What follows belongs to an exercise in optimizing a design on an open flow for small area, a short achievable clock period and few clock cycles per item; a production flow would make more cautious choices. Only simulation tests tie the RTL to the original design; equivalence was not proved. Power figures rest on the tool's default switching activity, not on a simulated workload.

## md5_hash_engine_top
module md5_hash_engine_top (
  input  logic                clk,
  input  logic                rst_n,
  input  md5_pkg::md5_in_t    in_data,
  input  logic                in_push,
  output logic                in_full,
  output md5_pkg::md5_out_t   out_data,
  output logic                out_empty,
  input  logic                out_pop
);
Size in the first run: ~990 flip-flops, ~77 I/O pins, ~55000 um2 of cells after synthesis.
export LEC_CHECK = 0
export CAP_MARGIN = 20
export CORE_MARGIN = 2
export CORE_UTILIZATION = 60
export CTS_BUF_LIST = sky130_fd_sc_hd__clkbuf_4 sky130_fd_sc_hd__clkbuf_8
export SETUP_SLACK_MARGIN = 5
export SLEW_MARGIN = 20
create_clock -name core_clock -period 11.0 [get_ports {clk}]
run.sh (not shown) runs the stock make flow with config.mk's settings and CLKGATE_MAP_FILE= SYNTH_SCRIPT=/design/flow/synth_recipe.tcl, a recipe that flattens the netlist after the stock synthesis.
Testbench counts at the start, summed over its fixed seeds: cycles 54,447, bytes 43,719.
Change:
- CORE_UTILIZATION: 60 -> 50
Result: Clock-buffer cell count is higher by 17; cell count climbs by 4.0%; synthesized area stays the same; clock power stays flat.

* * *

## run A
md5_hash_engine_top, a different RTL version from the one above (not shown whole).
Size in the first run: roughly 5200 cells after synthesis, roughly 980 flip-flops, roughly 77 I/O pins, ~0.055 sq mm of cells after synthesis.
==> flow/config.mk <==
export PLATFORM = sky130hd
export DESIGN_NAME = md5_hash_engine_top
export DESIGN_NICKNAME = md5_hash_engine_top
export VERILOG_FILES = /design/flow/design.v
export SDC_FILE = /design/flow/constraint.sdc
export NUM_CORES = 4
export LEC_CHECK = 0
export CAP_MARGIN = 20
export CORE_MARGIN = 2
export CORE_UTILIZATION = 60
export CTS_BUF_LIST = sky130_fd_sc_hd__clkbuf_4 sky130_fd_sc_hd__clkbuf_8
export SETUP_SLACK_MARGIN = 5
export SLEW_MARGIN = 20
==> flow/constraint.sdc <==
create_clock -name core_clock -period 11.0 [get_ports {clk}]
set_input_delay 2.2000 -clock core_clock [delete_from_list [all_inputs] [get_ports {clk}]]
set_output_delay 2.2000 -clock core_clock [all_outputs]
set_load 0.01 [all_outputs]
Run A reached the final stage; the timing, DRC and antenna checks on its layout passed.
Testbench counts of run A, summed over its fixed seeds: cycles 54,209, bytes 43,719.
Edits applied to the flow inputs when going from run A to run B:
Settings: PLACE_DENSITY now 0.7, previously not set; CORE_UTILIZATION now 50, was 60.
Findings:
- Run B went all the way through the flow, and no timing, DRC or antenna check failed.
- In terms of final design instance area without fill, run A and run B differ only marginally.
- Delta (run B minus run A): critical-path maximum fanout picked up an extra 3, cts-stage hold buffer count neither gained nor lost much.
--- input diff run B..run C ---
Settings: a change of SLEW_MARGIN from 20 to 5; a deleted PLACE_DENSITY that had been 0.7; a change of CAP_MARGIN from 20 to 5.
[summary]
The final layout from run C, which completed every stage, passed the timing, DRC and antenna checks at the end of the flow. [run C vs run B] routed length on met3: lower in run C. Count of TritonRoute iterations in the first routing pass is higher on run B. Run B tops out at a higher clock frequency than run C. Relative to run B, cell area decreased by about 0.5% in run C. Sequential cell area share came out higher on run C than on run B. On minimum period implied by the final worst setup slack, the higher figure sits with run C, not run B.
What run D does differently from run C at the input level:
Settings: changing SLEW_MARGIN from 5 to 20; changing CAP_MARGIN from 5 to 20.
Findings:
Run D: all stages complete, timing, DRC and antenna checks passed. NOTE: power share of the combinational group in run D falls short of that of run C. The final reports for run D and run C show met1 capacity usage during global routing lower in the former. Switching fraction of total power was higher in run C than in run D. From run C to run D the numbers moved as follows: well tap count neither gained nor lost much; timing-limited maximum frequency picked up an extra 1.5%; final cell count neither gained nor lost much. Run D ended with more initial antenna violation count than run C. Between run C and run D, the final area does not differ in any meaningful way.

* * *

md5_hash_engine_top, a different RTL version from the one above (not shown whole).
For scale: ~980 flip-flops, roughly 77 I/O pins, roughly 0.056 sq mm of cells after synthesis.
clock: 11.0 ns
lec_check: 0
cap_margin: 20
core_margin: 2
core_utilization: 50
cts_buf_list: sky130_fd_sc_hd__clkbuf_4 sky130_fd_sc_hd__clkbuf_8
setup_slack_margin: 5
slew_margin: 20
tns_end_percent: 10
Testbench counts at the start, summed over its fixed seeds: cycles 54,447, bytes 43,719.
Rerun with:
- CORE_UTILIZATION: 50 -> 55
- TNS_END_PERCENT: 10 -> unset
After rerunning: Total power rises by 0.64%. Final cell count falls by about 1.6%. Die area falls by 9.0%.
Rerun with:
- CORE_UTILIZATION: 55 -> 50
Clock skew fell by 0.0061 ns.
Via count barely changes.
Die area rose by about 10%.
Design area rose by 0.44%.
Hold slack gains 0.012 ns.
Power hardly moves.

==> what the ideal ports hide <==
Ports are ideal in the flow. The routed layouts listed here were re-timed in OpenROAD. Step 1 (the two cells are an assumption about what drives the block):
set clk [get_ports {clk}]
set_driving_cell -lib_cell sky130_fd_sc_hd__clkbuf_16 $clk
set_driving_cell -lib_cell sky130_fd_sc_hd__buf_2 [delete_from_list [all_inputs] $clk]
Step 2 moves the port delays by t, midway between the first and last clock arrival at a register: inputs arrive t later, outputs are due t later. That takes back most of the time a late clock gives input paths. Three values: ideal ports, drivers, drivers and shift; two values: the first two.
run	t (ns)	setup slack, ns	worst hold slack (ns)	worst setup path at the end	worst register clock-pin slew, ns
the first run of note 1	0.944	4.459 / 4.459 / 4.253	0.488 / 0.488 / 0.488	input to register	0.08 / 0.08
the second run of note 1	0.950	4.384 / 4.384 / 4.162	0.492 / 0.492 / 0.492	input to register	0.07 / 0.07
run A	0.925	4.359 / 4.359 / 4.299	0.480 / 0.480 / 0.480	input to register	0.07 / 0.07
run B	0.913	4.360 / 4.360 / 4.270	0.469 / 0.469 / 0.469	input to register	0.07 / 0.07
run C	0.919	4.274 / 4.274 / 4.144	0.476 / 0.476 / 0.476	input to register	0.07 / 0.07
run D	0.910	4.371 / 4.371 / 4.229	0.469 / 0.469 / 0.469	input to register	0.07 / 0.07
the first run of note 3	0.920	4.336 / 4.336 / 4.106	0.496 / 0.496 / 0.496	input to register	0.07 / 0.07
the second run of note 3	0.943	4.511 / 4.511 / 4.325	0.483 / 0.483 / 0.483	input to register	0.08 / 0.08
the third run of note 3	0.920	4.591 / 4.591 / 4.287	0.494 / 0.494 / 0.494	input to register	0.07 / 0.07
After both steps setup and hold are still met in every run listed. For the third run of note 3, which loses most, drivers alone change the setup slack by 0.000 ns; drivers and shift together by -0.304 ns.
